Context: an optimization exercise on an open-source flow, tuned for small area, a short achievable clock period and few clock cycles per item. The choices shown serve that exercise and are no tape-out recipe. Only simulation tests tie the RTL to the original design; equivalence was not proved. Power and IR drop assume default switching activity.

### flow/config.mk
export PLATFORM = sky130hd
export DESIGN_NAME = linear_chirp_period_generator
export DESIGN_NICKNAME = linear_chirp_period_generator
export VERILOG_FILES = /design/flow/design.v
export SDC_FILE = /design/flow/constraint.sdc
export NUM_CORES = 4
export LEC_CHECK = 0
export CAP_MARGIN = 20
export CORE_MARGIN = 2
export CORE_UTILIZATION = 40
export PLACE_DENSITY = 0.8
export SETUP_SLACK_MARGIN = 3.6
export SLEW_MARGIN = 20
### flow/constraint.sdc
create_clock -name core_clock -period 7.0 [get_ports {clk}]
set_input_delay 1.4000 -clock core_clock [delete_from_list [all_inputs] [get_ports {clk}]]
set_output_delay 1.4000 -clock core_clock [all_outputs]
set_load 0.01 [all_outputs]
### flow/design.v
`timescale 1ns / 1ps
package lcpg_pkg;
  localparam int FREQ_W   = 20;
  localparam int DUR_W    = 19;
  localparam int IDX_W    = 16;
  localparam int STEPS_W  = 17;
  localparam int RELOAD_W = 16;
  localparam int FREQ_MIN_HZ     = 4000;
  localparam int FREQ_MAX_HZ     = 500000;
  localparam int DURATION_MIN_US = 100;
  localparam int STEPS_MAX       = 65536;
  localparam int SLOPE_Q_W = $clog2(FREQ_MAX_HZ / DURATION_MIN_US + 1);
  localparam int START_FREQ_RST = 10000;
  localparam int STOP_FREQ_RST  = 200000;
  localparam int DURATION_RST   = 1000;
  localparam int CFG_IDX_W = 2;
  typedef logic [CFG_IDX_W-1:0] cfg_idx_t;
  localparam cfg_idx_t CFG_START_FREQ = 2'd0;
  localparam cfg_idx_t CFG_STOP_FREQ  = 2'd1;
  localparam cfg_idx_t CFG_DURATION   = 2'd2;
  typedef enum logic [2:0] {
    ST_IDLE,
    ST_DIV,
    ST_MUL,
    ST_RLD,
    ST_PUSH
  } state_t;
endpackage
`timescale 1ns / 1ps
module lcpg_div #(
  parameter int W = 21
) (
  input  logic [W-1:0] a,
  input  logic [W-1:0] b,
  output logic [W-1:0] d,
  output logic         ge
);
  localparam int LV = $clog2(W);
  logic [W-1:0] g, p;
  logic [W-1:0] gl [0:LV];
  logic [W-1:0] pl [0:LV];
  assign g = a & ~b;
  assign p = ~(a ^ b);
  assign gl[0] = {g[W-1:1], g[0] | p[0]};
  assign pl[0] = {p[W-1:1], 1'b0};
  genvar l, i;
  generate
    for (l = 0; l < LV; l++) begin : g_lv
      for (i = 0; i < W; i++) begin : g_bit
        if (((i >> l) & 1) == 1) begin : g_op
          localparam int J = ((i >> l) << l) - 1;
          assign gl[l+1][i] = gl[l][i] | (pl[l][i] & gl[l][J]);
          assign pl[l+1][i] = pl[l][i] & pl[l][J];
        end else begin : g_pass
          assign gl[l+1][i] = gl[l][i];
          assign pl[l+1][i] = pl[l][i];
        end
      end
    end
  endgenerate
  assign d  = {p[W-1:1] ^ gl[LV][W-2:0], ~p[0]};
  assign ge = gl[LV][W-1];
endmodule
`timescale 1ns / 1ps
import lcpg_pkg::*;
module lcpg_mul (
  input  logic                        clk,
  input  logic                        rst_n,
  input  logic                        start,
  input  logic [lcpg_pkg::FREQ_W-1:0] mcand,
  input  logic [lcpg_pkg::IDX_W-1:0]  mplier,
  output logic [lcpg_pkg::FREQ_W-1:0] product,
  output logic                        done
);
  localparam int CNT_W = $clog2(IDX_W);
  logic [FREQ_W-1:0] mcand_r;
  logic [FREQ_W-1:0] acc_r, acc_nxt;
  logic [IDX_W-1:0]  mpl_r;
  logic [CNT_W-1:0]  cnt_r;
  logic              busy_r;
  logic              done_r;
  always_comb begin
    acc_nxt = {acc_r[FREQ_W-2:0], 1'b0} + (mpl_r[IDX_W-1] ? mcand_r : '0);
  end
  always_ff @(posedge clk) begin
    if (start) begin
      mcand_r <= mcand;
      mpl_r   <= mplier;
      acc_r   <= '0;
      cnt_r   <= '0;
    end else if (busy_r) begin
      acc_r   <= acc_nxt;
      mpl_r   <= {mpl_r[IDX_W-2:0], 1'b0};
      cnt_r   <= cnt_r + CNT_W'(1);
    end
  end
  always_ff @(posedge clk) begin
    if (!rst_n) begin
      busy_r <= 1'b0;
      done_r <= 1'b0;
    end else begin
      done_r <= busy_r && (cnt_r == CNT_W'(IDX_W - 1));
      if (start) begin
        busy_r <= 1'b1;
      end else if (busy_r && (cnt_r == CNT_W'(IDX_W - 1))) begin
        busy_r <= 1'b0;
      end
    end
  end
  assign product = acc_r;
  assign done    = done_r;
endmodule
`timescale 1ns / 1ps
import lcpg_pkg::*;
module linear_chirp_period_generator #(
  parameter int TIMER_CLOCK_HZ = 168000000,
  parameter int STEP_US        = 10
) (
  input  logic                          clk,
  input  logic                          rst_n,
  input  logic                          cfg_we,
  input  lcpg_pkg::cfg_idx_t            cfg_index,
  input  logic [lcpg_pkg::FREQ_W-1:0]   cfg_data,
  input  logic                          in_valid,
  output logic                          in_stall,
  input  logic                          in_restart,
  output logic                          out_valid,
  input  logic                          out_stall,
  output logic [lcpg_pkg::RELOAD_W-1:0] out_reload_value,
  output logic [lcpg_pkg::RELOAD_W-2:0] out_compare_value,
  output logic [lcpg_pkg::IDX_W-1:0]    out_step_number,
  output logic                          out_last_step
);
  localparam int NQ   = 16;
  localparam int ND   = NQ / 2;
  localparam int CK_W = $clog2(TIMER_CLOCK_HZ + 1);
  localparam logic [CK_W-1:0] CK = CK_W'(TIMER_CLOCK_HZ);
  localparam int F3_W = FREQ_W + 2;
  localparam int SQ   = 14;
  localparam int SU_N = SQ / 2;
  localparam int G_W  = DUR_W;
  localparam int C_LOAD = 1;
  localparam int C_DIV0 = 2;
  localparam int C_HRN  = C_DIV0 + SU_N;
  localparam int C_FIN  = C_HRN + 1;
  localparam logic [FREQ_W-1:0] FMIN = FREQ_W'(FREQ_MIN_HZ);
  localparam logic [FREQ_W-1:0] FMAX = FREQ_W'(FREQ_MAX_HZ);
  function automatic int rem_w(input int i);
    rem_w = FREQ_W;
    for (int b = FREQ_W; b >= 1; b--) begin
      if ((TIMER_CLOCK_HZ >> i) < (1 << b)) rem_w = b;
    end
  endfunction
  logic [FREQ_W-1:0] start_freq_r;
  logic [FREQ_W-1:0] stop_freq_r;
  logic [DUR_W-1:0]  duration_r;
  logic              su_busy_r;
  logic [4:0]        su_cnt_r;
  logic [IDX_W-1:0]  i_r;            
  logic [FREQ_W-1:0] x_r;            
  logic [F3_W-1:0]   x3_r;           
  logic [G_W+1:0]    d3_r;           
  logic [FREQ_W-1:0] lo_r;           
  logic [FREQ_W-1:0] hi_r;           
  logic [FREQ_W-1:0] f_r;            
  logic [IDX_W-1:0]  delta_r;        
  logic [G_W-1:0]    g_r;            
  logic              z_r;            
  logic              w_r;            
  logic [1:0]        pq_cnt_r;
  logic              pq0_r, pq1_r;   
  logic              o_v_r, k_v_r;
  logic [NQ-1:0]     o_q_r, k_q_r;
  logic              o_l_r, k_l_r;
  logic              k_z_r;
  logic [IDX_W-1:0]  step_r;         
  logic              consume;
  logic              in_accept;
  logic              ring_r;
  logic              recirc;
  logic              ex_write, o_free, ok_full;
  logic [IDX_W-1:0]  step_inc;
  logic [IDX_W-1:0]  cur_i;
  logic              s_gt_p;
  logic [FREQ_W-1:0] s_lo, p_lo, s_hi, p_hi;
  logic [FREQ_W-1:0] lo_c, hi_c, diff_c;
  logic [FREQ_W:0]   df_t;
  logic [DUR_W-1:0]  dur_c;
  always_comb begin
    s_gt_p = start_freq_r > stop_freq_r;
    s_lo   = (start_freq_r <= FMIN) ? FMIN : start_freq_r;
    p_lo   = (stop_freq_r  <= FMIN) ? FMIN : stop_freq_r;
    s_hi   = (start_freq_r >= FMAX) ? FMAX : start_freq_r;
    p_hi   = (stop_freq_r  >= FMAX) ? FMAX : stop_freq_r;
    lo_c   = s_gt_p ? p_lo : s_lo;
    hi_c   = s_gt_p ? s_hi : p_hi;
    df_t   = {1'b0, hi_r} - {1'b0, lo_r};
    diff_c = df_t[FREQ_W] ? '0 : df_t[FREQ_W-1:0];
    dur_c  = (duration_r <= DUR_W'(DURATION_MIN_US)) ? DUR_W'(DURATION_MIN_US)
                                                     : duration_r;
  end
  always_ff @(posedge clk) begin
    if (!rst_n) begin
      start_freq_r <= FREQ_W'(START_FREQ_RST);
      stop_freq_r  <= FREQ_W'(STOP_FREQ_RST);
      duration_r   <= DUR_W'(DURATION_RST);
    end else begin
      if (cfg_we && (cfg_index == CFG_START_FREQ)) start_freq_r <= cfg_data;
      if (cfg_we && (cfg_index == CFG_STOP_FREQ))  stop_freq_r  <= cfg_data;
      duration_r <= (cfg_we && (cfg_index == CFG_DURATION)) ? cfg_data[DUR_W-1:0] : dur_c;
    end
  end
  always_ff @(posedge clk) begin
    lo_r <= lo_c;
    hi_r <= hi_c;
    i_r  <= cur_i;
    x_r  <= FREQ_W'(i_r) * FREQ_W'(STEP_US);
    x3_r <= F3_W'(x_r) * F3_W'(3);
    d3_r <= (G_W+2)'(duration_r) * (G_W+2)'(3);
  end
  assign step_inc = step_r + IDX_W'(1);
  assign cur_i    = z_r ? '0 : step_inc;
  logic [G_W+2:0]    sd_t;
  logic [G_W+2:0]    sd_d1, sd_d2, sd_d3;
  logic              sd_ge1, sd_ge2, sd_ge3, sd_ge3_raw;
  logic [G_W-1:0]    sd_rn;
  logic [1:0]        sd_q;
  logic [FREQ_W-1:0] hz_add, hz_acc;
  logic [G_W+1:0]    g_fin;
  assign sd_t = {1'b0, g_r, delta_r[SQ-1:SQ-2]};
  lcpg_div #(.W(G_W + 3)) u_sd1 (.a(sd_t), .b((G_W+3)'(duration_r)),       .d(sd_d1), .ge(sd_ge1));
  lcpg_div #(.W(G_W + 3)) u_sd2 (.a(sd_t), .b((G_W+3)'({duration_r, 1'b0})), .d(sd_d2), .ge(sd_ge2));
  lcpg_div #(.W(G_W + 3)) u_sd3 (.a(sd_t), .b((G_W+3)'(d3_r)),             .d(sd_d3), .ge(sd_ge3_raw));
  assign sd_ge3 = sd_ge3_raw && (su_cnt_r != 5'(C_DIV0));
  always_comb begin
    sd_rn = ({G_W{!sd_ge1}}          & sd_t[G_W-1:0])  |
            ({G_W{sd_ge1 & !sd_ge2}} & sd_d1[G_W-1:0]) |
            ({G_W{sd_ge2 & !sd_ge3}} & sd_d2[G_W-1:0]) |
            ({G_W{sd_ge3}}           & sd_d3[G_W-1:0]);
    sd_q  = {sd_ge2, sd_ge3 | (sd_ge1 & ~sd_ge2)};
    case (delta_r[1:0])
      2'd1:    hz_add = x_r;
      2'd2:    hz_add = {x_r[FREQ_W-2:0], 1'b0};
      2'd3:    hz_add = FREQ_W'(x3_r);
      default: hz_add = '0;
    endcase
    hz_acc = {f_r[FREQ_W-3:0], 2'b00} + hz_add;
    g_fin  = (G_W+2)'(duration_r) - (G_W+2)'(x_r);
  end
  always_ff @(posedge clk) begin
    if (!rst_n) begin
      su_busy_r <= 1'b1;
      su_cnt_r  <= '0;
    end else if (cfg_we) begin
      su_busy_r <= 1'b1;
      su_cnt_r  <= (cfg_index == CFG_DURATION) ? 5'(C_LOAD) : 5'd0;
    end else if (su_busy_r) begin
      su_cnt_r <= su_cnt_r + 5'd1;
      if (su_cnt_r == 5'(C_FIN)) su_busy_r <= 1'b0;
    end
  end
  logic              zero_b, last_b;
  logic [FREQ_W-1:0] f_b;
  logic [G_W-1:0]    g_b;
  always_comb begin
    zero_b = pq0_r || z_r || w_r;
    f_b    = zero_b ? lo_r : f_r;
    g_b    = zero_b ? duration_r : g_r;
    last_b = (g_b < G_W'(2 * STEP_US));
  end
  always_ff @(posedge clk) begin
    if (!rst_n) begin
      z_r <= 1'b1;
      w_r <= 1'b0;
    end else if (su_busy_r) begin
      if (su_cnt_r == 5'(C_FIN)) begin
        w_r <= g_fin[G_W+1] || (g_fin < (G_W+2)'(STEP_US));
      end
    end else if (consume) begin
      z_r <= last_b;
      w_r <= 1'b0;
    end
  end
  always_ff @(posedge clk) begin
    if (su_busy_r) begin
      if (su_cnt_r == 5'(C_LOAD)) begin
        g_r     <= G_W'(diff_c >> SQ);
        delta_r <= IDX_W'(diff_c[SQ-1:0]);
        f_r     <= '0;
      end else if (su_cnt_r == 5'(C_HRN)) begin
        f_r     <= hz_acc;
        delta_r <= IDX_W'(delta_r[SQ-1:0]) * IDX_W'(STEP_US);
      end else if (su_cnt_r == 5'(C_FIN)) begin
        f_r     <= lo_r + f_r;
        g_r     <= g_fin[G_W-1:0];
      end else if (su_cnt_r != 5'd0) begin
        g_r     <= sd_rn;
        delta_r <= {delta_r[IDX_W-3:0], sd_q};
        f_r     <= (su_cnt_r == 5'(C_DIV0)) ? '0 : hz_acc;
      end
    end else if (consume) begin
      f_r <= f_b + FREQ_W'(delta_r);
      g_r <= g_b - G_W'(STEP_US);
    end
  end
  assign in_stall  = pq_cnt_r[1];
  assign in_accept = in_valid && !pq_cnt_r[1];
  assign consume   = (pq_cnt_r != 2'd0) && !su_busy_r && !recirc && !ring_r;
  always_ff @(posedge clk) begin
    if (!rst_n) begin
      pq_cnt_r <= 2'd0;
    end else begin
      pq_cnt_r <= pq_cnt_r + 2'(in_accept) - 2'(consume);
    end
  end
  always_ff @(posedge clk) begin
    if (consume) begin
      pq0_r <= (pq_cnt_r == 2'd2) ? pq1_r : in_restart;
    end else if (in_accept && (pq_cnt_r == 2'd0)) begin
      pq0_r <= in_restart;
    end
    if (in_accept) begin
      pq1_r <= in_restart;
    end
  end
  logic [FREQ_W-1:0] dv_r  [0:ND];
  logic [FREQ_W-1:0] dv_f  [0:ND];
  logic [F3_W-1:0]   dv_f3 [0:ND];
  logic [NQ-1:0]     dv_q  [0:ND];
  logic              dv_v  [0:ND];
  logic              dv_z  [0:ND];
  logic              dv_l  [0:ND];
  logic              dv_h  [0:ND];
  assign dv_r[0]  = FREQ_W'(TIMER_CLOCK_HZ >> NQ);
  assign dv_q[0]  = '0;
  assign dv_f[0]  = recirc ? dv_f[ND] : f_b;
  assign dv_f3[0] = '1;              
  assign dv_v[0]  = recirc || consume;
  assign dv_z[0]  = recirc ? dv_z[ND] : zero_b;
  assign dv_l[0]  = recirc ? dv_l[ND] : last_b;
  assign dv_h[0]  = recirc && (!ring_r || dv_h[ND]);
  genvar k;
  generate
    for (k = 0; k < ND; k++) begin : g_stage
      localparam int BI = NQ - 1 - 2 * k;
      localparam int RW = rem_w(BI - 1);
      logic [F3_W-1:0]   t;
      logic [F3_W-1:0]   d1, d2, d3;
      logic              ge1, ge2, ge3;
      logic [FREQ_W-1:0] rn;
      logic [NQ-1:0]     qn;
      assign t = {dv_r[k], CK[BI], CK[BI-1]};
      lcpg_div #(.W(F3_W)) u_s1 (.a(t), .b(F3_W'(dv_f[k])),         .d(d1), .ge(ge1));
      lcpg_div #(.W(F3_W)) u_s2 (.a(t), .b(F3_W'({dv_f[k], 1'b0})), .d(d2), .ge(ge2));
      if (k == 0) begin : g_d3
        assign d3  = '0;
        assign ge3 = 1'b0;
      end else begin : g_d3
        lcpg_div #(.W(F3_W)) u_s3 (.a(t), .b(dv_f3[k]), .d(d3), .ge(ge3));
      end
      always_comb begin
        rn = FREQ_W'(RW'(({F3_W{!ge1}}        & t)  |
                         ({F3_W{ge1 & !ge2}}  & d1) |
                         ({F3_W{ge2 & !ge3}}  & d2) |
                         ({F3_W{ge3}}         & d3)));
        qn = {dv_q[k][NQ-3:0], ge2, ge3 | (ge1 & ~ge2)};
      end
      if (k < ND - 1) begin : g_reg
        logic [FREQ_W-1:0] r_q;
        logic [FREQ_W-1:0] f_q;
        logic [F3_W-1:0]   f3_q;
        logic [NQ-1:0]     q_q;
        logic              v_q, z_q, l_q, h_q;
        always_ff @(posedge clk) begin
          if (!rst_n) begin
            v_q <= 1'b0;
          end else begin
            v_q <= dv_v[k];
          end
        end
        always_ff @(posedge clk) begin
          r_q  <= rn;
          f_q  <= dv_f[k];
          f3_q <= (k == 0) ? (F3_W'(dv_f[k]) + F3_W'({dv_f[k], 1'b0})) : dv_f3[k];
          q_q  <= qn;
          z_q  <= dv_z[k];
          l_q  <= dv_l[k];
          h_q  <= dv_h[k];
        end
        assign dv_r[k+1]  = r_q;
        assign dv_f[k+1]  = f_q;
        assign dv_f3[k+1] = f3_q;
        assign dv_q[k+1]  = q_q;
        assign dv_v[k+1]  = v_q;
        assign dv_z[k+1]  = z_q;
        assign dv_l[k+1]  = l_q;
        assign dv_h[k+1]  = h_q;
      end else begin : g_wire
        assign dv_r[k+1]  = rn;
        assign dv_f[k+1]  = dv_f[k];
        assign dv_f3[k+1] = dv_f3[k];
        assign dv_q[k+1]  = qn;
        assign dv_v[k+1]  = dv_v[k];
        assign dv_z[k+1]  = dv_z[k];
        assign dv_l[k+1]  = dv_l[k];
        assign dv_h[k+1]  = dv_h[k];
      end
    end
  endgenerate
  assign ok_full  = o_v_r && k_v_r;
  assign recirc   = dv_v[ND] && (ok_full || (ring_r && !dv_h[ND]));
  assign ex_write = dv_v[ND] && !recirc;
  always_ff @(posedge clk) begin
    if (!rst_n) begin
      ring_r <= 1'b0;
    end else if (ring_r) begin
      if (dv_v[ND] && dv_h[ND] && !ok_full) ring_r <= 1'b0;
    end else begin
      ring_r <= recirc;
    end
  end
  logic              o_load;
  logic              k_load;
  logic              src_z;
  assign o_free = !o_v_r || !out_stall;
  assign o_load = o_free && (k_v_r || ex_write);
  assign k_load = ex_write && !(o_free && !k_v_r);
  assign src_z  = k_v_r ? k_z_r : dv_z[ND];
  always_ff @(posedge clk) begin
    if (!rst_n) begin
      o_v_r <= 1'b0;
      k_v_r <= 1'b0;
    end else if (o_free) begin
      o_v_r <= k_v_r || ex_write;
      k_v_r <= k_v_r && ex_write;
    end else begin
      k_v_r <= k_v_r || ex_write;
    end
  end
  always_ff @(posedge clk) begin
    if (o_load) begin
      o_q_r  <= k_v_r ? k_q_r : dv_q[ND];
      o_l_r  <= k_v_r ? k_l_r : dv_l[ND];
      step_r <= src_z ? '0 : step_inc;
    end
    if (k_load) begin
      k_q_r <= dv_q[ND];
      k_l_r <= dv_l[ND];
      k_z_r <= dv_z[ND];
    end
  end
  assign out_valid         = o_v_r;
  assign out_reload_value  = o_q_r;
  assign out_compare_value = o_q_r[NQ-1:1];
  assign out_step_number   = step_r;
  assign out_last_step     = o_l_r;
endmodule
### flow/run.sh
#!/bin/bash
# synth_recipe.tcl (not shown) runs the flow's synth.tcl, then flattens the netlist and writes it again
# the make line also repeats each setting of config.mk as NAME=value (left out here)
make -C /OpenROAD-flow-scripts/flow DESIGN_CONFIG=/design/flow/config.mk WORK_HOME=/design/flow/orfs CLKGATE_MAP_FILE= SYNTH_SCRIPT=/design/flow/synth_recipe.tcl finish
==> reports/qor.yml, run 1 <==
final_layout:
  diodes: 0
  mostFrequentLayoutCells: "ha_1 (681), dfxtp_1 (632), inv_1 (498)"
  multi_input_area_um2: 33700
  nets: 6722
  fill_cells: 11200
  flow.area_growth_from_synthesis_pct: 19.5
  regArea_um2: 17100
  drive_gt1_frac: 0.142
  final_common_cell: "ha_1"
placement:
  gp_congestion: 0.967
  hpwlAfterDp_mm: 112
  io_buffers: 77
cts:
  ctsHtreeMaxLevel: 3
  cts_buffers: 86
  tritoncts: "built"
  clockRootBuffer: "clkbuf_16"
  clock_latency_ps: 710
  clkTransAtPathRegs_ps: 60
  cts.path.max_buffers: 3
  clkSinkCount: 794
timing:
  worst_clock_skew_ps: 56.1
  hold_viol: 0
  setup-violations-final: 0
  fin_setup_tns_ps: 0
  fin_hold_ws_ps: 291
  drv_slew: 0
  relSlewSlack: 0.287
  grt_setup_unrepaired: "yes"
  fmax_mhz: 260
  worst_slew_pin_slew_ps: 1070
  min_period_ps: 3850
  fin_crit_sh: 0.550
route:
  wl_met2_mm: 72.1
  met3WireLength_mm: 11.4
  initialDrtViolationCount: 4234
  first_pass_iters: 6
  wl_per_cell_um: 20.5
  drtAntennaViolNets: 0
  post-route-drc-count: 0
  via_per_inst: 5.80
  highest_layer: "met4"
  drt-met1-wl_mm: 62.3
  route.vias.total: 44200
  routed_wl_mm: 156
logic_synthesis:
  syn-num-nets: 6414
  synthFlopType: "dfxtp_1"
  yosysSeqAreaShare: 0.332
  ys_ff_latch: 794
  synth_warnings: 20
  netlist_area_um2: 51200
  synthArstFlopShare: 0
  avgSynthCellArea_um2: 9.16
  synth-edff-count: 108
  netlist_instances: 5586
  ys_types: 94
global_route:
  gr-total-overflow: 0
  grt_use_total: 0.223
  grt_pass1_vias: 42500
  grt_max_degree: 78
  antenna_found_initial: 0
  grt_pass1_wl_mm: 233
setup_path:
  worstPathCellList: "or3_4, mux2i_4, mux2_4, ha_4, inv_2, fa_2, nor2b_1, o21a_1, o21ai_2, a2111oi_4, o31ai_2, o21bai_1, a21o_1, nand3_2, a311oi_2, xor2_1"
  start_kind: "register"
  crit_fanout: 4
  critPathSlowestCell: "a2111oi_4"
  critPathMaxStageDelay_ps: 450
  critPathArrivalTime_ps: 4470
  endpoint_kind: "register"
  worstPathRequired_ps: 7620
  crit_type: "register to register"
floorplanning:
  design.die.area_um2: 131000
  die_y_um: 362
  core-area_um2: 127000
  start_util: 0.402
  pin_count: 78
  std_cell_rows: 131
  die_w_um: 362
power_and_ir_drop:
  leakage_uw: 0.0261
  powerDensity_nw_per_um2: 436
  irDropWorstVdd_mv: 0.262
run_status:
  status: "complete, no violations"
flow_run:
  maxCapViolations: 0
min_path:
  hp-class: "register to register"
critical path: cells and delay by family, from the launching register on:
kind / cells / cell delay, ps
AOI/OAI and AO/OA: 7 / 1510
xor gates and xnor gates: 1 / 170
adders and majority gates: 2 / 490
buffers and inverters: 1 / 50
DFF: 1 / 440
muxes: 2 / 470
and+or+nand+nor: 3 / 650
logic make-up after synthesis:
logic type	Yosys count	synth area share
flip-flops	794	0.332
AO/OA/AOI/OAI	1488	0.194
multiplexers	85	0.0176
other	1	0.0000732
buffers and inverters	666	0.0511
adder cells (fa/ha/maj)	800	0.208
AND/OR/NAND/NOR	1323	0.124
XOR/XNOR	429	0.0734
layer usage:
layer,up-vias,track usage
met5,-,0
met1,21100,0.276
met4,0,0.124
met3,576,0.0380
met2,1969,0.367
li1,20600,-
where the power goes:
part / switching, uW / total [uW] / internal [uW]
Sequential: 1200 / 6920 / 5720
Clock: 2090 / 4600 / 2510
Combinational: 8140 / 15200 / 7030
layout make-up:
| type | instances | share of cell area |
|---|---|---|
| inverter | 527 | 0.0331 |
| timing repair buffer | 351 | 0.0562 |
| tap | 1662 | 0.0340 |
| clock buffer | 105 | 0.0370 |
| timing repair inverter | 5 | 0.000572 |
| clock inverter | 52 | 0.00928 |
| multi-input combinational | 4129 | 0.551 |
| sequential | 794 | 0.279 |
path summary, 6_finish.rpt:
path / start / to / slack, ps / cells after the start
worst max register to register: pq0_r / g_stage[0].g_reg.f3_q[19] / 3150 / 16
worst max-delay path: pq0_r / g_stage[0].g_reg.f3_q[19] / 3150 / 16
worst min register to register: dv_q[6][1] / dv_q[7][3] / 290 / 0
worst min-delay path: dv_q[6][1] / dv_q[7][3] / 290 / 0
synth_stat cells (48+ instances only):
cell      count  area share
nand2_1     383       0.028
nand2b_1     87       0.011
nand3_1      90      0.0088
dfxtp_1     686        0.27
clkbuf_1     97      0.0071
xnor2_1     263       0.045
fa_1         88       0.034
a21oi_1     374       0.037
nor2_1      301       0.022
mux2i_1      52       0.010
nor2b_1      77      0.0094
edfxtp_1    108       0.063
nor3_1      144       0.014
o21ai_0     275       0.027
o21a_1       72       0.011
a22oi_1      48      0.0070
o211ai_1     76       0.011
ha_1        712        0.17
a21o_1      155       0.023
xor2_1      166       0.028
inv_1       526       0.039
registers in the layout, indices dropped and copies added (netlist names), 16 cells and up:
register / flops
g_stage.g_reg.f3_q: 154
g_r: 19
k_q_r: 16
dv_r: 48
delta_r: 16
x_r: 19
x3_r: 19
g_stage.g_reg.r_q: 80
lo_r: 20
stop_freq_r: 20
i_r: 16
dv_q: 56
d3_r: 21
g_stage.g_reg.f_q: 133
hi_r: 20
duration_r: 19
f_r: 20
step_r: 16
start_freq_r: 20
o_q_r: 16
timing repair:
item,CTS,global route
gates resized for setup,281,294
pin swaps,108,154
buffers inserted,94,128
endpoints found under the hold margin,0,0
hold buffers,0,0
endpoints found under the setup margin,242,211
gates cloned,14,9
per-stage QoR:
step                      setup slack [ps]  std cells  area (um2)  utilization  total power, uW
after floorplan                       3240       5586       51400            -            16000
after global placement                2250       7223       53900        0.423            18700
after detailed placement              2120       7223       53900        0.423            19100
after CTS                             3270       7488       58800        0.462            24900
after global routing                  3030       7625       61200        0.481            28400
final                                 3150       7625       61200        0.481            26700
Testbench counts, summed over its fixed seeds: cycles 4,032, items 2,688.
==> run 2: changes to the inputs <==
--- a/flow/config.mk
+++ b/flow/config.mk
@@ -7,7 +7,7 @@
 export LEC_CHECK = 0
 export CAP_MARGIN = 20
 export CORE_MARGIN = 2
-export CORE_UTILIZATION = 40
+export CORE_UTILIZATION = 55
 export PLACE_DENSITY = 0.8
 export SETUP_SLACK_MARGIN = 3.6
 export SLEW_MARGIN = 20
==> reports/qor.yml, run 2 <==
timing:
  fmax_mhz: 251  # -3.4%
  hold_viol: 0  # unchanged
  min_period_ps: 3980  # +136 ps
  worst_clock_skew_ps: 34.8  # -21.3 ps
  fin_setup_tns_ps: 0  # unchanged
  fin_crit_sh: 0.569  # +0.0194
  setup-violations-final: 0  # unchanged
  relSlewSlack: 0.263  # -0.0242
  grt_setup_unrepaired: "yes"
  worst_slew_pin_slew_ps: 1110  # +36.2 ps
  drv_slew: 0  # unchanged
floorplanning:
  start_util: 0.557  # +0.155
  design.die.area_um2: 95500  # -27%
  pin_count: 78  # unchanged
  core-area_um2: 91900  # -28%
  std_cell_rows: 111  # -15%
  die_y_um: 309  # -15%
  die_w_um: 309  # -15%
placement:
  io_buffers: 77  # unchanged
  gp_congestion: 0.974  # +0.73%
  hpwlAfterDp_mm: 113  # +1.0%
power_and_ir_drop:
  leakage_uw: 0.0263  # +0.56%
  p_int_uw: 15600  # +2.2%
  irDropWorstVdd_mv: 0.370  # +41%
  power_switching_uw: 11600  # +1.5%
  powerDensity_nw_per_um2: 446  # +2.3%
  p_comb_frac: 0.569  # about the same
  p_sw_frac: 0.426  # -0.00174
  clkPwrFrac: 0.174  # +0.002
  seq_power_share: 0.257  # -0.002
logic_synthesis:
  synth_fa_ha_area_frac: 0.208  # unchanged
  ys_ff_latch: 794  # unchanged
  yosysMostFrequentCell: "ha_1"
  synthXorXnorAreaFrac: 0.0734  # unchanged
  synth_top_cell_area_share: 0.268  # unchanged
  synth_compound_gate_area_share: 0.194  # unchanged
  ys_types: 94  # unchanged
  synthArstFlopShare: 0  # unchanged
  synth_common_cells: "ha_1 (712), dfxtp_1 (686), inv_1 (526)"
  synth-edff-count: 108  # unchanged
  netlist_area_um2: 51200  # unchanged
  synth_mux_area_frac: 0.0176  # unchanged
  synth_top_family_by_area: "adder cells"
  synth_warnings: 20  # unchanged
  syn-num-nets: 6414  # unchanged
  synth_simple_gate_area_frac: 0.124  # unchanged
  yosysTopAreaCell: "dfxtp_1"
  synth_area_leaders: "dfxtp_1 (27%), ha_1 (17%), edfxtp_1 (6.3%), xnor2_1 (4.5%), inv_1 (3.9%)"
  avgSynthCellArea_um2: 9.16  # unchanged
  synthFlopType: "dfxtp_1"
  yosysSeqAreaShare: 0.332  # unchanged
  netlist_instances: 5586  # unchanged
run_status:
  status: "complete, no violations"
final_layout:
  final_core_util: 0.663  # +0.182
  nets: 6738  # +0.24%
  largest_register_ff_count: 154  # unchanged
  top_register: "g_stage.g_reg.f3_q"
  flow.area_growth_from_synthesis_pct: 19.0
  final_common_cell: "ha_1"
  reg_top3: "g_stage.g_reg.f3_q: 154 flops, g_stage.g_reg.f_q: 133 flops, g_stage.g_reg.r_q: 80 flops"
  mostFrequentLayoutCells: "ha_1 (684), dfxtp_1 (635), inv_1 (499)"
  drive_gt1_frac: 0.146  # +0.00389
route:
  wl_per_cell_um: 22.1  # +7.8%
  routed_wl_mm: 159  # +2.2%
  first_pass_iters: 6  # unchanged
  post-route-drc-count: 0  # unchanged
  initialDrtViolationCount: 3626  # -14%
  via_per_inst: 6.15  # +6.0%
  route.vias.total: 44400  # +0.49%
  drtAntennaViolNets: 0  # unchanged
global_route:
  gr-usage-met1: 0.377  # +0.102
  grt_pass1_vias: 42700  # +0.58%
  grt_use_total: 0.312  # +0.0897
  gr-total-overflow: 0  # unchanged
  grt_pass1_wl_mm: 234  # +0.44%
  grt_use_met2: 0.510  # +0.143
  grt-busiest-layer: "met2"
  grt_max_degree: 62  # -21%
  grt_use_met3: 0.0441  # +0.00601
  antenna_found_initial: 2  # +2
cts:
  clkTransAtPathRegs_ps: 60  # about the same
  clockRootBuffer: "clkbuf_16"
  ctsHtreeMaxLevel: 3  # unchanged
  clkSinkCount: 794  # unchanged
  tritoncts: "built"
  cts_buffers: 86  # unchanged
  cts.path.max_buffers: 3  # unchanged
  cts_hold_buf: 0  # unchanged
  clock_latency_ps: 670  # -40 ps
min_path:
  hp-class: "register to register"
  min_path_cells: 0  # unchanged
  hold-path-endpoint: "dv_q[5][5]"
  min_from: "dv_q[4][3]"
setup_path:
  reg2reg_depth: 16  # unchanged
  rrSetupSlack_ps: 3020  # -140 ps
  start_kind: "register"
  endpoint_kind: "register"
  worstPathRequired_ps: 7590  # -30 ps
  crit_fanout: 3  # -1
  critPathArrivalTime_ps: 4570  # +100 ps
  r2r-end: "g_stage[0].g_reg.f3_q[19]"
  crit_type: "register to register"
  timing.rr.start: "pq0_r"
flow_run:
  maxCapViolations: 0  # unchanged
==> run 2: cell counts after synthesis <==
Identical to the previous run, type by type.
==> run 2: worst max-delay path by stage <==
stage,endpoint,cells after the start,startpoint
6_report,g_stage[0].g_reg.f3_q[19],16,pq0_r
5_1_grt,g_stage[0].g_reg.f3_q[19],20,pq0_r
4_1_cts,g_stage[0].g_reg.f3_q[19],20,pq0_r
3_5_place_dp,g_stage[0].g_reg.f3_q[19],16,k_v_r
3_3_place_gp,g_stage[0].g_reg.f3_q[19],16,z_r
2_1_floorplan,g_stage[0].g_reg.f3_q[20],19,pq0_r
==> run 2: logic make-up (layout without fill, tap and decap cells) <==
kind of cell / after synthesis / after routing
buffers and inverters: 666 / 1060
xor gates and xnor gates: 429 / 429
AOI/OAI and AO/OA: 1488 / 1488
other: 1 / 3
muxes: 85 / 85
DFF: 794 / 794
and+or+nand+nor: 1323 / 1325
adders and majority gates: 800 / 800
==> run 2: final cells by class <==
type	instances	area (um2)
sequential	794	17100
tap	1243	1560
multi-input combinational	4128	33700
inverter	527	2030
timing repair buffer	368	3600
clock inverter	44	533
fill	6957	31000
antenna	2	5.00
timing repair inverter	5	35.0
clock buffer	116	2430
==> run 2: timing repair <==
item	4_1_cts	5_1_grt
gates cloned	11	11
setup buffers	109	135
resized for setup	285	292
pin swaps	84	172
setup endpoints to repair	239	203
==> run 2: worst max-delay path, stage by stage (launching register included) <==
cell       delay (ps)
edfxtp_1          450
or3_4             480
mux2i_4           210
mux2_4            220
buf_4             130
inv_2              50
fa_2              390
nor2b_1           130
o21a_1            190
o21ai_4            80
a2111oi_4         430
o31ai_2           120
o21bai_1          180
a21o_1            180
nand3_2           130
a311oi_4          360
xor2_1            160
==> run 2: routing by layer <==
metal  wire (um)  part of all wire  up-vias
li1            -                 -    20600
met2       72400              0.45     2031
met4       13900             0.087        0
met1       61100              0.38    21100
met3       12000             0.075      691
met5           0                 0        -
==> run 2: power groups by stage <==
stage	Clock, uW	Sequential [uW]	Combinational [uW]
after floorplan	0	6410	9630
after global placement	0	6990	11900
after detailed placement	0	7000	12200
after CTS	4760	6910	13600
after global routing	4950	7060	16800
final	4740	6990	15500
==> run 2: per-stage QoR <==
step | setup slack, ps | power [uW] | cells | cell area [um2] | hold slack (ps)
3_3_place_gp | 2230 | 18900 | 6798 | 53300 | 311
5_1_grt | 2890 | 28800 | 7225 | 60900 | 329
3_5_place_dp | 2060 | 19200 | 6799 | 53400 | 312
4_1_cts | 3270 | 25200 | 7079 | 58500 | 324
6_report | 3020 | 27200 | 7227 | 60900 | 323
2_1_floorplan | 3240 | 16000 | 5586 | 51400 | 310
==> run 3: changes to the inputs <==
--- a/flow/design.v
+++ b/flow/design.v
@@ -161,6 +161,7 @@
   logic [F3_W-1:0]   x3_r;           
   logic [G_W+1:0]    d3_r;           
   logic [FREQ_W-1:0] lo_r;           
+  logic [F3_W-1:0]   lo3_r;          
   logic [FREQ_W-1:0] hi_r;           
   logic [FREQ_W-1:0] f_r;            
   logic [IDX_W-1:0]  delta_r;        
@@ -211,7 +212,8 @@
     end
   end
   always_ff @(posedge clk) begin
-    lo_r <= lo_c;
+    lo_r  <= lo_c;
+    lo3_r <= F3_W'(lo_r) * F3_W'(3);
     hi_r <= hi_c;
     i_r  <= cur_i;
     x_r  <= FREQ_W'(i_r) * FREQ_W'(STEP_US);
@@ -261,12 +263,21 @@
   end
   logic              zero_b, last_b;
   logic [FREQ_W-1:0] f_b;
-  logic [G_W-1:0]    g_b;
+  logic [F3_W-1:0]   f3_f, f3_b;
+  logic [FREQ_W-1:0] f_nx, f_nx0, f_nx1;
+  logic [G_W-1:0]    g_nx, g_nx0, g_nx1;
   always_comb begin
     zero_b = pq0_r || z_r || w_r;
     f_b    = zero_b ? lo_r : f_r;
-    g_b    = zero_b ? duration_r : g_r;
-    last_b = (g_b < G_W'(2 * STEP_US));
+    f3_f   = F3_W'(f_r) + F3_W'({f_r, 1'b0});
+    f3_b   = ({F3_W{!zero_b}} & f3_f) | ({F3_W{zero_b}} & lo3_r);
+    last_b = !zero_b && (g_r < G_W'(2 * STEP_US));
+    f_nx0  = f_r + FREQ_W'(delta_r);
+    f_nx1  = lo_r + FREQ_W'(delta_r);
+    g_nx0  = g_r - G_W'(STEP_US);
+    g_nx1  = duration_r - G_W'(STEP_US);
+    f_nx   = ({FREQ_W{!zero_b}} & f_nx0) | ({FREQ_W{zero_b}} & f_nx1);
+    g_nx   = ({G_W{!zero_b}}    & g_nx0) | ({G_W{zero_b}}    & g_nx1);
   end
   always_ff @(posedge clk) begin
     if (!rst_n) begin
@@ -299,8 +310,8 @@
         f_r     <= (su_cnt_r == 5'(C_DIV0)) ? '0 : hz_acc;
       end
     end else if (consume) begin
-      f_r <= f_b + FREQ_W'(delta_r);
-      g_r <= g_b - G_W'(STEP_US);
+      f_r <= f_nx;
+      g_r <= g_nx;
     end
   end
   assign in_stall  = pq_cnt_r[1];
@@ -334,7 +345,7 @@
   assign dv_r[0]  = FREQ_W'(TIMER_CLOCK_HZ >> NQ);
   assign dv_q[0]  = '0;
   assign dv_f[0]  = recirc ? dv_f[ND] : f_b;
-  assign dv_f3[0] = '1;              
+  assign dv_f3[0] = recirc ? dv_f3[ND] : f3_b;
   assign dv_v[0]  = recirc || consume;
   assign dv_z[0]  = recirc ? dv_z[ND] : zero_b;
   assign dv_l[0]  = recirc ? dv_l[ND] : last_b;
@@ -381,7 +392,7 @@
         always_ff @(posedge clk) begin
           r_q  <= rn;
           f_q  <= dv_f[k];
-          f3_q <= (k == 0) ? (F3_W'(dv_f[k]) + F3_W'({dv_f[k], 1'b0})) : dv_f3[k];
+          f3_q <= dv_f3[k];
           q_q  <= qn;
           z_q  <= dv_z[k];
           l_q  <= dv_l[k];
--- a/flow/config.mk
+++ b/flow/config.mk
@@ -7,7 +7,6 @@
 export LEC_CHECK = 0
 export CAP_MARGIN = 20
 export CORE_MARGIN = 2
-export CORE_UTILIZATION = 55
-export PLACE_DENSITY = 0.8
+export CORE_UTILIZATION = 40
 export SETUP_SLACK_MARGIN = 3.6
 export SLEW_MARGIN = 20
==> reports/qor.yml, run 3 <==
run_status:
  status: "complete, no violations"
logic_synthesis:
  synth_area_leaders: "dfxtp_1 (26%), ha_1 (17%), edfxtp_1 (6.0%), xnor2_1 (4.3%), inv_1 (3.7%)"
  synth-edff-count: 108  # unchanged
  netlist_instances: 5988  # +7.2%
  netlist_area_um2: 54400  # +6.2%
  yosysTopAreaCell: "dfxtp_1"
  synthArstFlopShare: 0  # unchanged
  yosysSeqAreaShare: 0.323  # -0.00882
  syn-num-nets: 6848  # +6.8%
  avgSynthCellArea_um2: 9.08  # -0.89%
  ys_types: 108  # +15%
  synthFlopType: "dfxtp_1"
  yosysMostFrequentCell: "ha_1"
  ys_ff_latch: 823  # +3.7%
  synth_top_cell_area_share: 0.263  # -0.00510
  synth_warnings: 20  # unchanged
  synth_common_cells: "ha_1 (742), dfxtp_1 (715), inv_1 (532)"
timing:
  relSlewSlack: 0.246  # -0.0171
  worst_clock_skew_ps: 46.4  # +11.6 ps
  grt_setup_unrepaired: "yes"
  fin_setup_tns_ps: 0  # unchanged
  fin_crit_sh: 0.533  # -0.0361
  worst_slew_pin_slew_ps: 1120  # +19.0 ps
  setup_ws_ps: 3270  # +253 ps
  min_period_ps: 3730  # -253 ps
  drv_slew: 0  # unchanged
  fin_hold_ws_ps: 314  # -9.77 ps
  fmax_mhz: 268  # +6.8%
  hold_viol: 0  # unchanged
  setup-violations-final: 0  # unchanged
cts:
  tritoncts: "built"
  cts.path.max_buffers: 3  # unchanged
  clock_latency_ps: 740  # +70 ps
  clockRootBuffer: "clkbuf_16"
  clkSinkCount: 823  # +3.7%
  cts_buffers: 94  # +9.3%
  clkTransAtPathRegs_ps: 60  # about the same
  ctsHtreeMaxLevel: 3  # unchanged
global_route:
  grt_use_total: 0.233  # -0.0796
  grt_pass1_vias: 43800  # +2.4%
  antenna_found_initial: 1  # -1
  gr-total-overflow: 0  # unchanged
  grt_pass1_wl_mm: 254  # +8.3%
  grt_max_degree: 77  # +24%
route:
  initialDrtViolationCount: 3224  # -11%
  first_pass_iters: 6  # unchanged
  routed_wl_mm: 169  # +6.0%
  post-route-drc-count: 0  # unchanged
  highest_layer: "met4"
  drtAntennaViolNets: 0  # unchanged
  drt-met1-wl_mm: 74.1  # +21%
  wl_met2_mm: 78.2  # +8.0%
  met3WireLength_mm: 8.14  # -32%
  wl_per_cell_um: 21.0  # -4.9%
  via_per_inst: 5.59  # -9.1%
  route.vias.total: 45000  # +1.4%
floorplanning:
  start_util: 0.402  # -0.155
  design.die.area_um2: 139000  # +45%
  std_cell_rows: 135  # +22%
  core-area_um2: 135000  # +47%
  die_y_um: 373  # +21%
  die_w_um: 373  # +21%
  pin_count: 78  # unchanged
final_layout:
  nets: 7056  # +4.7%
  top_register: "g_stage.g_reg.f3_q"
  fin_area_um2: 63200  # +3.7%
  mostFrequentLayoutCells: "ha_1 (730), dfxtp_1 (672), inv_1 (519)"
  drive_gt1_frac: 0.108  # -0.0384
  flow.area_growth_from_synthesis_pct: 16.2
  largest_register_ff_count: 154  # unchanged
  final_common_cell: "ha_1"
  reg_top3: "g_stage.g_reg.f3_q: 154 flops, g_stage.g_reg.f_q: 140 flops, g_stage.g_reg.r_q: 80 flops"
setup_path:
  critPathArrivalTime_ps: 4180  # -390 ps
  worstPathRequired_ps: 7450  # -140 ps
  crit_start: "delta_r[0]"
  crit_type: "register to register"
  endpoint_kind: "register"
  timing.rr.start: "delta_r[0]"
  rrSetupSlack_ps: 3270  # +250 ps
  start_kind: "register"
  crit_fanout: 4  # +1
power_and_ir_drop:
  finalPower_uw: 27200  # about the same
  powerDensity_nw_per_um2: 430  # -3.6%
  irDropWorstVdd_mv: 0.227  # -39%
  leakage_uw: 0.0269  # +2.3%
flow_run:
  maxCapViolations: 0  # unchanged
placement:
  place_ws_ps: 2340  # +272 ps
  placed_area_um2: 57100  # +7.1%
  gp_congestion: 0.961  # -1.3%
  io_buffers: 77  # unchanged
  hpwlAfterDp_mm: 130  # +15%
min_path:
  min_from: "dv_q[6][9]"
  hp-class: "register to register"
[run 3: timing repair]
action                                  CTS  global route
hold buffers                              0             0
buffers inserted                         83            48
endpoints found under the setup margin  187           135
gates cloned                              5             7
pin swaps                                63            83
gates resized for setup                 189           161
[run 3: logic make-up (layout without fill, tap and decap cells)]
family / after synthesis / in the layout / synth area share
mux: 70 / 70 / 0.0141
fa+ha+maj: 832 / 832 / 0.204
buf+inv: 683 / 966 / 0.0492
xor+xnor: 453 / 453 / 0.0729
flops: 823 / 823 / 0.323
other cells: 1 / 2 / 0.0000689
compound gates: 1667 / 1668 / 0.208
simple gates: 1459 / 1464 / 0.129
[run 3: worst max-delay path, stage by stage (launching register included)]
cell and delay, ps:
edfxtp_1 460, buf_6 160, clkbuf_16 140, mux2i_1 120
o21ai_1 190, ha_1 280, a211o_1 330, a211o_1 350
a2111oi_4 320, nor3_2 90, a41o_1 220, o41ai_2 270
o21ai_1 150, xnor2_1 140, a211o_1 250
[run 3: area by class of cell]
cell class / instances / area (um2)
repair buffers: 253 / 2380
clock buffers: 114 / 2590
flip-flops and latches: 823 / 17600
multi-input cells: 4488 / 35500
repair inverters: 1 / 5.00
clock inverters: 63 / 800
fillers: 12900 / 72100
diodes: 1 / 2.50
inverters: 535 / 2040
well taps: 1781 / 2230
[run 3: path summary, 6_finish.rpt]
check / endpoint / depth (start not counted)
max: f_r[19] / 14
min: dv_q[7][11] / 0
max reg2reg: f_r[19] / 14
min reg2reg: dv_q[7][11] / 0
[run 3: metal layers]
layer  up-vias  track usage
met5         -            0
met4         0        0.104
met3       328       0.0266
met2      1270        0.385
met1     21400        0.304
li1      22000            -
[run 3: per-stage QoR]
| stage | std cells | util |
|---|---|---|
| final | 8059 | 0.467 |
| after CTS | 8002 | 0.458 |
| after global placement | 7737 | 0.422 |
| after global routing | 8058 | 0.467 |
| after floorplan | 5988 | - |
| after detailed placement | 7737 | 0.422 |
[run 3: power breakdown]
group	switching (uW)	internal, uW	total (uW)
Clock	2210	3130	5340
Combinational	8060	6530	14600
Sequential	1370	5900	7270
Total	11600	15600	27200
Testbench counts of run 3, summed over its fixed seeds: cycles 4,032, items 2,688.
==> run 4: changes to the inputs <==
--- a/flow/config.mk
+++ b/flow/config.mk
@@ -8,5 +8,5 @@
 export CAP_MARGIN = 20
 export CORE_MARGIN = 2
 export CORE_UTILIZATION = 40
-export SETUP_SLACK_MARGIN = 3.6
+export SETUP_SLACK_MARGIN = 3.3
 export SLEW_MARGIN = 20
==> reports/qor.yml, run 4 <==
run_status:
  status: "complete, no violations"
power_and_ir_drop:
  clkPwrFrac: 0.204  # +0.008
  finalPower_uw: 26500  # -2.5%
  p_int_uw: 15200  # -2.2%
  powerDensity_nw_per_um2: 429  # -0.28%
  irDropWorstVdd_mv: 0.267  # +18%
  p_sw_frac: 0.426  # -0.00165
  leakage_uw: 0.0264  # -1.7%
  power_switching_uw: 11300  # -2.9%
  seq_power_share: 0.273  # +0.006
  p_comb_frac: 0.523  # -0.013
route:
  route.vias.total: 44600  # -1.0%
  routed_wl_mm: 165  # -2.7%
  initialDrtViolationCount: 3061  # -5.1%
  post-route-drc-count: 0  # unchanged
  first_pass_iters: 6  # unchanged
  drtAntennaViolNets: 0  # unchanged
  wl_per_cell_um: 20.6  # -1.8%
  via_per_inst: 5.58  # -0.20%
logic_synthesis:
  yosysSeqAreaShare: 0.323  # unchanged
  netlist_instances: 5988  # unchanged
  synthFlopType: "dfxtp_1"
  synth_top_cell_area_share: 0.263  # unchanged
  synth-edff-count: 108  # unchanged
  yosysMostFrequentCell: "ha_1"
  ys_types: 108  # unchanged
  synth_common_cells: "ha_1 (742), dfxtp_1 (715), inv_1 (532)"
  avgSynthCellArea_um2: 9.08  # unchanged
  ys_ff_latch: 823  # unchanged
  synth_area_leaders: "dfxtp_1 (26%), ha_1 (17%), edfxtp_1 (6.0%), xnor2_1 (4.3%), inv_1 (3.7%)"
  yosysTopAreaCell: "dfxtp_1"
  netlist_area_um2: 54400  # unchanged
  syn-num-nets: 6848  # unchanged
  synth_warnings: 20  # unchanged
  synthArstFlopShare: 0  # unchanged
global_route:
  gr-total-overflow: 0  # unchanged
  grt_max_degree: 77  # unchanged
  antenna_found_initial: 3  # +2
  grt_use_total: 0.228  # -0.00418
  grt_pass1_vias: 42900  # -1.9%
  grt_pass1_wl_mm: 250  # -1.5%
timing:
  setup_ws_ps: 3230  # -37.9 ps
  hold_viol: 0  # unchanged
  fin_crit_sh: 0.538  # +0.00541
  setup-violations-final: 0  # unchanged
  relSlewSlack: 0.327  # +0.0812
  drv_slew: 0  # unchanged
  fin_setup_tns_ps: 0  # unchanged
  worst_clock_skew_ps: 34.6  # -11.8 ps
  min_period_ps: 3770  # +37.9 ps
  fmax_mhz: 265  # -1.0%
  grt_setup_unrepaired: "yes"
  worst_slew_pin_slew_ps: 1010  # -115 ps
final_layout:
  mostFrequentLayoutCells: "ha_1 (739), dfxtp_1 (693), inv_1 (522)"
  fin_area_um2: 61800  # -2.2%
  drive_gt1_frac: 0.0802  # -0.0277
  reg_top3: "g_stage.g_reg.f3_q: 154 flops, g_stage.g_reg.f_q: 140 flops, g_stage.g_reg.r_q: 80 flops"
  flow.area_growth_from_synthesis_pct: 13.6
  final_common_cell: "ha_1"
  largest_register_ff_count: 154  # unchanged
  nets: 6992  # -0.91%
  top_register: "g_stage.g_reg.f3_q"
setup_path:
  crit_type: "register to register"
  critPathArrivalTime_ps: 4220  # +40 ps
  endpoint_kind: "register"
  worstPathRequired_ps: 7460  # about the same
  crit_fanout: 6  # +2
  start_kind: "register"
cts:
  clkTransAtPathRegs_ps: 60  # about the same
  cts_buffers: 94  # unchanged
  cts_hold_buf: 0  # unchanged
  clock_latency_ps: 720  # -20 ps
  tritoncts: "built"
  clkSinkCount: 823  # unchanged
  ctsHtreeMaxLevel: 3  # unchanged
  clockRootBuffer: "clkbuf_16"
  cts.path.max_buffers: 3  # unchanged
placement:
  io_buffers: 77  # unchanged
  gp_congestion: 0.941  # -2.1%
  placed_area_um2: 57200  # about the same
  hpwlAfterDp_mm: 129  # -0.62%
  place_ws_ps: 2370  # +29.2 ps
floorplanning:
  design.die.area_um2: 139000  # unchanged
  std_cell_rows: 135  # unchanged
  start_util: 0.402  # unchanged
  die_y_um: 373  # unchanged
  die_w_um: 373  # unchanged
  core-area_um2: 135000  # unchanged
  pin_count: 78  # unchanged
flow_run:
  maxCapViolations: 0  # unchanged
min_path:
  hp-class: "register to register"
==> run 4: per-stage QoR <==
step / hold WS [ps] / utilization / std cells
6_report: 310 / 0.457 / 7993
2_1_floorplan: 310 / - / 5988
5_1_grt: 327 / 0.456 / 7992
4_1_cts: 309 / 0.451 / 7939
3_5_place_dp: 312 / 0.422 / 7740
3_3_place_gp: 310 / 0.422 / 7740
==> run 4: area by class of cell <==
type / instances / area [um2]
fillers: 13100 / 73500
multi-input cells: 4483 / 34700
flip-flops and latches: 823 / 17600
clock buffers: 130 / 2800
well taps: 1781 / 2230
inverters: 535 / 2040
repair buffers: 194 / 1740
clock inverters: 45 / 629
repair inverters: 1 / 5.00
diodes: 1 / 2.50
==> run 4: worst max-delay path: stages, from the launching register on <==
cell,delay [ps]
edfxtp_1,420
buf_12,160
buf_6,110
mux2i_1,100
o21ai_1,210
ha_1,300
a211o_1,350
a211o_1,340
a2111oi_4,320
nor3_2,100
a41o_1,250
o41ai_2,320
o21ai_1,130
xnor2_1,140
a211o_1,260
==> run 4: worst paths after layout <==
path,depth (start not counted),from,slack [ps],end
max,14,delta_r[0],3230,f_r[19]
min,0,g_stage[0].g_reg.z_q,310,g_stage[1].g_reg.z_q
max reg2reg,14,delta_r[0],3230,f_r[19]
min reg2reg,0,g_stage[0].g_reg.z_q,310,g_stage[1].g_reg.z_q
==> run 4: kinds of logic after synthesis <==
group | share of synthesized area
fa+ha+maj | 0.204
xor+xnor | 0.0729
flops | 0.323
other cells | 0.0000689
buf+inv | 0.0492
mux | 0.0141
simple gates | 0.129
compound gates | 0.208
==> run 4: power groups by stage <==
stage	Clock (uW)	Sequential (uW)	Combinational [uW]
finish	5400	7240	13900
global route	5680	7340	15400
CTS	5500	7250	13500
detailed placement	0	7320	13200
global placement	0	7330	13000
floorplan	0	6640	10200
==> run 4: per-layer routing <==
metal,part of all wire,vias up,global-route usage
met2,0.46,1131,0.375
met3,0.047,280,0.0273
li1,-,21900,-
met5,0,-,0
met1,0.45,21300,0.302
met4,0.046,0,0.0989
==> run 4: repair_timing <==
action                                  CTS  global route
endpoints found under the hold margin     0             0
resized for setup                        60            92
pin swaps                                17            38
buffers inserted                         22            51
gates cloned                              2             1
endpoints found under the setup margin   79           114
==> run 5: changes to the inputs <==
--- a/flow/design.v
+++ b/flow/design.v
@@ -227,7 +227,7 @@
   logic              sd_ge1, sd_ge2, sd_ge3, sd_ge3_raw;
   logic [G_W-1:0]    sd_rn;
   logic [1:0]        sd_q;
-  logic [FREQ_W-1:0] hz_add, hz_acc;
+  logic [FREQ_W-1:0] hz_a0, hz_a1, hz_a2, hz_a3, hz_acc;
   logic [G_W+1:0]    g_fin;
   assign sd_t = {1'b0, g_r, delta_r[SQ-1:SQ-2]};
   lcpg_div #(.W(G_W + 3)) u_sd1 (.a(sd_t), .b((G_W+3)'(duration_r)),       .d(sd_d1), .ge(sd_ge1));
@@ -240,13 +240,14 @@
             ({G_W{sd_ge2 & !sd_ge3}} & sd_d2[G_W-1:0]) |
             ({G_W{sd_ge3}}           & sd_d3[G_W-1:0]);
     sd_q  = {sd_ge2, sd_ge3 | (sd_ge1 & ~sd_ge2)};
-    case (delta_r[1:0])
-      2'd1:    hz_add = x_r;
-      2'd2:    hz_add = {x_r[FREQ_W-2:0], 1'b0};
-      2'd3:    hz_add = FREQ_W'(x3_r);
-      default: hz_add = '0;
-    endcase
-    hz_acc = {f_r[FREQ_W-3:0], 2'b00} + hz_add;
+    hz_a0  = {f_r[FREQ_W-3:0], 2'b00};
+    hz_a1  = hz_a0 + x_r;
+    hz_a2  = hz_a0 + {x_r[FREQ_W-2:0], 1'b0};
+    hz_a3  = hz_a0 + FREQ_W'(x3_r);
+    hz_acc = ({FREQ_W{delta_r[1:0] == 2'd0}} & hz_a0) |
+             ({FREQ_W{delta_r[1:0] == 2'd1}} & hz_a1) |
+             ({FREQ_W{delta_r[1:0] == 2'd2}} & hz_a2) |
+             ({FREQ_W{delta_r[1:0] == 2'd3}} & hz_a3);
     g_fin  = (G_W+2)'(duration_r) - (G_W+2)'(x_r);
   end
   always_ff @(posedge clk) begin
--- a/flow/config.mk
+++ b/flow/config.mk
@@ -8,5 +8,5 @@
 export CAP_MARGIN = 20
 export CORE_MARGIN = 2
 export CORE_UTILIZATION = 40
-export SETUP_SLACK_MARGIN = 3.3
+export SETUP_SLACK_MARGIN = 3.5
 export SLEW_MARGIN = 20
==> reports/qor.yml, run 5 <==
run_status:
  status: "complete, no violations"
final_layout:
  mostFrequentLayoutCells: "ha_1 (766), dfxtp_1 (673), inv_1 (507)"
  largest_register_ff_count: 154  # unchanged
  reg_top3: "g_stage.g_reg.f3_q: 154 flops, g_stage.g_reg.f_q: 140 flops, g_stage.g_reg.r_q: 80 flops"
  flow.area_growth_from_synthesis_pct: 14.0
  top_register: "g_stage.g_reg.f3_q"
  drive_gt1_frac: 0.0966  # +0.0165
  regArea_um2: 17600  # +0.17%
  fill_cells: 13400  # +2.1%
  nets: 7211  # +3.1%
  multi_input_area_um2: 36500  # +5.2%
  instances_no_fill: 8273  # +3.5%
  final_common_cell: "ha_1"
cts:
  clkSinkCount: 823  # unchanged
  clock_latency_ps: 730  # about the same
  tritoncts: "built"
  cts_hold_buf: 0  # unchanged
  clockRootBuffer: "clkbuf_16"
  cts.path.max_buffers: 3  # unchanged
  ctsHtreeMaxLevel: 3  # unchanged
  clkTransAtPathRegs_ps: 60  # about the same
  cts_buffers: 92  # -2.1%
setup_path:
  worst_path_most_repeated_cell: "a221o_1"
  worstPathCellList: "ha_1, and3_1, nor4bb_1, a221o_1, o21ai_1, o21ai_2, xor2_1, mux4_2, a221o_1"
  crit_type: "register to register"
  critPathArrivalTime_ps: 3970  # -250 ps
  crit_fanout: 9  # +3
  start_kind: "register"
  worstPathRequired_ps: 7460  # about the same
  timing.rr.start: "f_r[7]"
  endpoint_kind: "register"
  crit_start: "f_r[7]"
  critPathSlowestCell: "edfxtp_1"
  critPathMaxStageDelay_ps: 750  # +330 ps
logic_synthesis:
  avgSynthCellArea_um2: 9.08  # about the same
  synth-edff-count: 108  # unchanged
  ys_types: 111  # +2.8%
  yosysTopAreaCell: "dfxtp_1"
  ys_ff_latch: 823  # unchanged
  synthArstFlopShare: 0  # unchanged
  yosysSeqAreaShare: 0.314  # -0.00857
  yosysMostFrequentCell: "ha_1"
  synth_top_cell_area_share: 0.256  # -0.00699
  synth_common_cells: "ha_1 (776), dfxtp_1 (715), inv_1 (522)"
  synth_area_leaders: "dfxtp_1 (26%), ha_1 (17%), edfxtp_1 (5.8%), xnor2_1 (4.5%), inv_1 (3.5%)"
  synthFlopType: "dfxtp_1"
  netlist_area_um2: 55900  # +2.7%
  netlist_instances: 6152  # +2.7%
  syn-num-nets: 7048  # +2.9%
  synth_warnings: 20  # unchanged
route:
  routed_wl_mm: 180  # +9.4%
  first_pass_iters: 8  # +2
  initialDrtViolationCount: 3482  # +14%
  wl_per_cell_um: 21.7  # +5.6%
  drtAntennaViolNets: 0  # unchanged
  route.vias.total: 46700  # +4.8%
  post-route-drc-count: 0  # unchanged
  via_per_inst: 5.65  # +1.2%
floorplanning:
  start_util: 0.402  # about the same
  design.die.area_um2: 143000  # +2.7%
  core-area_um2: 139000  # +2.7%
  std_cell_rows: 137  # +1.5%
  die_w_um: 378  # +1.3%
  pin_count: 78  # unchanged
  die_y_um: 378  # +1.3%
timing:
  worst_slew_pin_slew_ps: 1050  # +38.5 ps
  fin_crit_sh: 0.502  # -0.0364
  worst_clock_skew_ps: 45.7  # +11.1 ps
  hold_viol: 0  # unchanged
  setup-violations-final: 0  # unchanged
  fmax_mhz: 285  # +7.2%
  relSlewSlack: 0.299  # -0.0283
  fin_setup_tns_ps: 0  # unchanged
  grt_setup_unrepaired: "yes"
  drv_slew: 0  # unchanged
  min_period_ps: 3510  # -255 ps
global_route:
  grt_pass1_wl_mm: 270  # +8.1%
  grt_max_degree: 77  # unchanged
  antenna_found_initial: 3  # unchanged
  gr-total-overflow: 0  # unchanged
  grt_pass1_vias: 44600  # +4.0%
  grt_use_total: 0.247  # +0.0181
placement:
  io_buffers: 77  # unchanged
  place_inst: 8001  # +3.4%
  gp_congestion: 0.948  # +0.72%
  hpwlAfterDp_mm: 142  # +10%
flow_run:
  maxCapViolations: 0  # unchanged
power_and_ir_drop:
  leakage_uw: 0.0273  # +3.3%
  irDropWorstVdd_mv: 0.223  # -17%
  powerDensity_nw_per_um2: 430  # +0.20%
min_path:
  min_from: "dv_q[5][7]"
  hp-class: "register to register"
run 5: worst paths after layout:
path,cells past startpoint,endpoint,slack (ps)
hold / removal,0,dv_q[6][9],300
setup / recovery,9,f_r[17],3490
setup reg to reg,9,f_r[17],3490
hold reg to reg,0,dv_q[6][9],300
run 5: cells by family (layout without fill, tap and decap cells):
group,count (synthesis),count (layout),synth area share
xor+xnor,489,489,0.0766
compound gates,1635,1635,0.199
simple gates,1585,1586,0.138
other cells,1,3,0.0000671
buf+inv,676,918,0.0477
fa+ha+maj,868,868,0.207
mux,75,75,0.0170
flops,823,823,0.314
run 5: through the flow:
step	worst slack (ps)	hold WS [ps]	power, uW	area, um2	util
floorplan	3510	310	17400	55900	-
global placement	2700	310	21200	58700	0.422
detailed placement	2680	312	21300	58700	0.422
CTS	3480	298	26800	62800	0.452
global route	3360	300	29300	63700	0.458
finish	3490	302	27400	63700	0.458
run 5: timing repair:
item                                    CTS  global route
setup buffers                            50            44
pin swaps                                21            31
resized for setup                       111           145
endpoints found under the setup margin  174           150
gates cloned                              2             0
hold endpoints to repair                  0             0
run 5: critical path, delay by kind of cell (launching register included):
family          cells  cell delay [ps]
compound gates      4             1070
xor+xnor            1              160
fa+ha+maj           1              390
flops               1              750
mux                 1              510
simple gates        2              370
run 5: area by class of cell:
| class | count | area share |
|---|---|---|
| timing repair buffer | 216 | 0.0301 |
| inverter | 528 | 0.0316 |
| clock inverter | 46 | 0.00823 |
| clock buffer | 128 | 0.0428 |
| sequential | 823 | 0.277 |
| antenna | 2 | 0.0000786 |
| multi-input combinational | 4654 | 0.574 |
| tap | 1876 | 0.0369 |
run 5: where the power goes:
group,leakage [uW],internal [uW],switching (uW)
sequential,0.00693,5940,1440
combinational,0.0188,6580,8330
clock,0.00160,2950,2150
total,0.0273,15500,11900
run 5: routing by layer:
metal | up-vias | global-route usage | wire [um]
met5 | - | 0 | 15
met4 | 2 | 0.108 | 8950
met3 | 359 | 0.0311 | 10400
met2 | 1396 | 0.394 | 80300
met1 | 22400 | 0.332 | 80300
li1 | 22600 | - | -
Testbench counts of run 5, summed over its fixed seeds: cycles 4,032, items 2,688.
==> run 6: changes to the inputs <==
--- a/flow/config.mk
+++ b/flow/config.mk
@@ -8,5 +8,5 @@
 export CAP_MARGIN = 20
 export CORE_MARGIN = 2
 export CORE_UTILIZATION = 40
-export SETUP_SLACK_MARGIN = 3.5
+export SETUP_SLACK_MARGIN = 3.8
 export SLEW_MARGIN = 20
==> reports/qor.yml, run 6 <==
route:
  route.vias.total: 47700  # +2.1%
  wl_per_cell_um: 21.9  # +0.60%
  post-route-drc-count: 0  # unchanged
  drtAntennaViolNets: 0  # unchanged
  first_pass_iters: 8  # unchanged
  via_per_inst: 5.68  # +0.53%
  routed_wl_mm: 184  # +2.2%
  initialDrtViolationCount: 3810  # +9.4%
placement:
  hpwlAfterDp_mm: 139  # -2.4%
  io_buffers: 77  # unchanged
  gp_congestion: 0.962  # +1.4%
setup_path:
  r2r-end: "g_r[16]"
  critPathMaxStageDelay_ps: 440  # -310 ps
  crit_fanout: 3  # -6
  critPathArrivalTime_ps: 3930  # -40 ps
  crit_type: "register to register"
  critPathSlowestCell: "fa_2"
  worstPathCellList: "inv_2, ha_2, inv_1, fa_2, a211o_1, a21oi_4, a211oi_2, o21ai_2, nand2b_1, fa_2, a221o_1, a211oi_2, o22ai_1"
  reg2reg_depth: 13  # +4
  rrSetupSlack_ps: 3550  # +70 ps
  timing.rr.start: "delta_r[12]"
  endpoint_kind: "register"
  worstPathRequired_ps: 7480  # +20 ps
  crit_buf_inv: 2  # +2
  start_kind: "register"
  path_delay_family: "compound AO/OA/AOI/OAI gates"
floorplanning:
  die_y_um: 378  # unchanged
  pin_count: 78  # unchanged
  core-area_um2: 139000  # unchanged
  std_cell_rows: 137  # unchanged
  design.die.area_um2: 143000  # unchanged
  start_util: 0.402  # unchanged
  die_w_um: 378  # unchanged
cts:
  cts.path.max_buffers: 3  # unchanged
  clkTransAtPathRegs_ps: 60  # about the same
  tritoncts: "built"
  clock_latency_ps: 750  # +20 ps
  ctsHtreeMaxLevel: 3  # unchanged
  cts_buffers: 95  # +3.3%
  clockRootBuffer: "clkbuf_16"
  clkSinkCount: 823  # unchanged
  cts_hold_buf: 0  # unchanged
logic_synthesis:
  ys_types: 111  # unchanged
  synth_area_leaders: "dfxtp_1 (26%), ha_1 (17%), edfxtp_1 (5.8%), xnor2_1 (4.5%), inv_1 (3.5%)"
  synth_top_cell_area_share: 0.256  # unchanged
  yosysMostFrequentCell: "ha_1"
  synth_common_cells: "ha_1 (776), dfxtp_1 (715), inv_1 (522)"
  synth-edff-count: 108  # unchanged
  synthArstFlopShare: 0  # unchanged
  synthFlopType: "dfxtp_1"
  yosysSeqAreaShare: 0.314  # unchanged
  ys_ff_latch: 823  # unchanged
  synth_warnings: 20  # unchanged
  yosysTopAreaCell: "dfxtp_1"
  netlist_instances: 6152  # unchanged
  netlist_area_um2: 55900  # unchanged
  syn-num-nets: 7048  # unchanged
  avgSynthCellArea_um2: 9.08  # unchanged
global_route:
  grt_max_degree: 76  # -1.3%
  gr-total-overflow: 0  # unchanged
  grt_pass1_wl_mm: 274  # +1.4%
  grt_use_total: 0.249  # +0.00243
  grt_pass1_vias: 45700  # +2.4%
  antenna_found_initial: 6  # +3
timing:
  fin_crit_sh: 0.492  # -0.00960
  relSlewSlack: 0.302  # +0.00303
  grt_setup_unrepaired: "yes"
  worst_clock_skew_ps: 82.5  # +36.7 ps
  fin_setup_tns_ps: 0  # unchanged
  fin_hold_ws_ps: 282  # -19.4 ps
  worst_slew_pin_slew_ps: 1040  # -4.52 ps
  drv_slew: 0  # unchanged
  hold_viol: 0  # unchanged
  min_period_ps: 3450  # -67.2 ps
  fmax_mhz: 290  # +1.9%
  setup-violations-final: 0  # unchanged
min_path:
  hp-class: "register to register"
  min_path_cells: 0  # unchanged
  min_from: "g_stage[0].g_reg.f_q[18]"
  hold-path-endpoint: "g_stage[1].g_reg.f_q[18]"
flow_run:
  maxCapViolations: 0  # unchanged
final_layout:
  nets: 7341  # +1.8%
  largest_register_ff_count: 154  # unchanged
  drive_gt1_frac: 0.150  # +0.0529
  top_register: "g_stage.g_reg.f3_q"
  reg_top3: "g_stage.g_reg.f3_q: 154 flops, g_stage.g_reg.f_q: 140 flops, g_stage.g_reg.r_q: 80 flops"
  final_core_util: 0.480  # +0.0214
  final_common_cell: "ha_1"
  flow.area_growth_from_synthesis_pct: 19.3
  mostFrequentLayoutCells: "ha_1 (744), dfxtp_1 (623), inv_1 (487)"
power_and_ir_drop:
  leakage_uw: 0.0284  # +4.0%
  finalPower_uw: 28900  # +5.7%
  irDropWorstVdd_mv: 0.243  # +9.2%
  powerDensity_nw_per_um2: 434  # +0.95%
run_status:
  status: "complete, no violations"
==> run 6: cell counts after synthesis <==
Identical to the previous run, type by type.
==> run 6: how the worst max path moves through the flow <==
stage                start          to  slack [ps]  depth (start not counted)
2_1_floorplan        o_v_r    register        3800                         10
3_3_place_gp         k_v_r  dv_r[1][6]        2770                         15
3_5_place_dp         k_v_r  dv_r[1][6]        2710                         15
4_1_cts        delta_r[12]      g_r[1]        3560                         13
5_1_grt        delta_r[12]     g_r[16]        3490                         13
6_report       delta_r[12]     g_r[16]        3550                         13
==> run 6: repair_timing <==
item / CTS / global route
resized for setup: 383 / 251
setup buffers: 122 / 94
setup endpoints to repair: 278 / 192
pin swaps: 115 / 128
cloned: 7 / 7
==> run 6: cell families (layout without fill, tap and decap cells) <==
kind of cell | Yosys count | after routing | synth area share
muxes | 75 | 75 | 0.0170
xor gates and xnor gates | 489 | 489 | 0.0766
DFF | 823 | 823 | 0.314
adders and majority gates | 868 | 868 | 0.207
AOI/OAI and AO/OA | 1635 | 1639 | 0.199
other | 1 | 3 | 0.0000671
buffers and inverters | 676 | 1044 | 0.0477
and+or+nand+nor | 1585 | 1587 | 0.138
==> run 6: layer usage <==
layer  vias up  GRT usage  part of all wire
met5         -          0          0.000071
met4         2      0.131             0.061
met3       410     0.0339             0.059
met2      1596      0.394              0.44
met1     22800      0.329              0.44
li1      22900          -                 -
==> run 6: power breakdown <==
group          internal, uW  switching (uW)
registers              5950            1410
clock network          3200            2230
logic                  7290            8860
total                 16400           12500
==> run 6: metrics by stage <==
stage / worst slack [ps] / area, um2 / std cells
finish: 3550 / 66700 / 8404
global route: 3490 / 66700 / 8402
CTS: 3560 / 64800 / 8301
detailed placement: 2710 / 58700 / 7994
global placement: 2770 / 58700 / 7994
floorplan: 3800 / 55900 / 6152
==> run 6: layout make-up <==
type	count	area [um2]
repair buffers	338	3180
multi-input cells	4659	37900
flip-flops and latches	823	17800
well taps	1876	2350
fillers	13000	72400
diodes	2	5.00
clock buffers	124	2720
inverters	528	2040
clock inverters	54	732
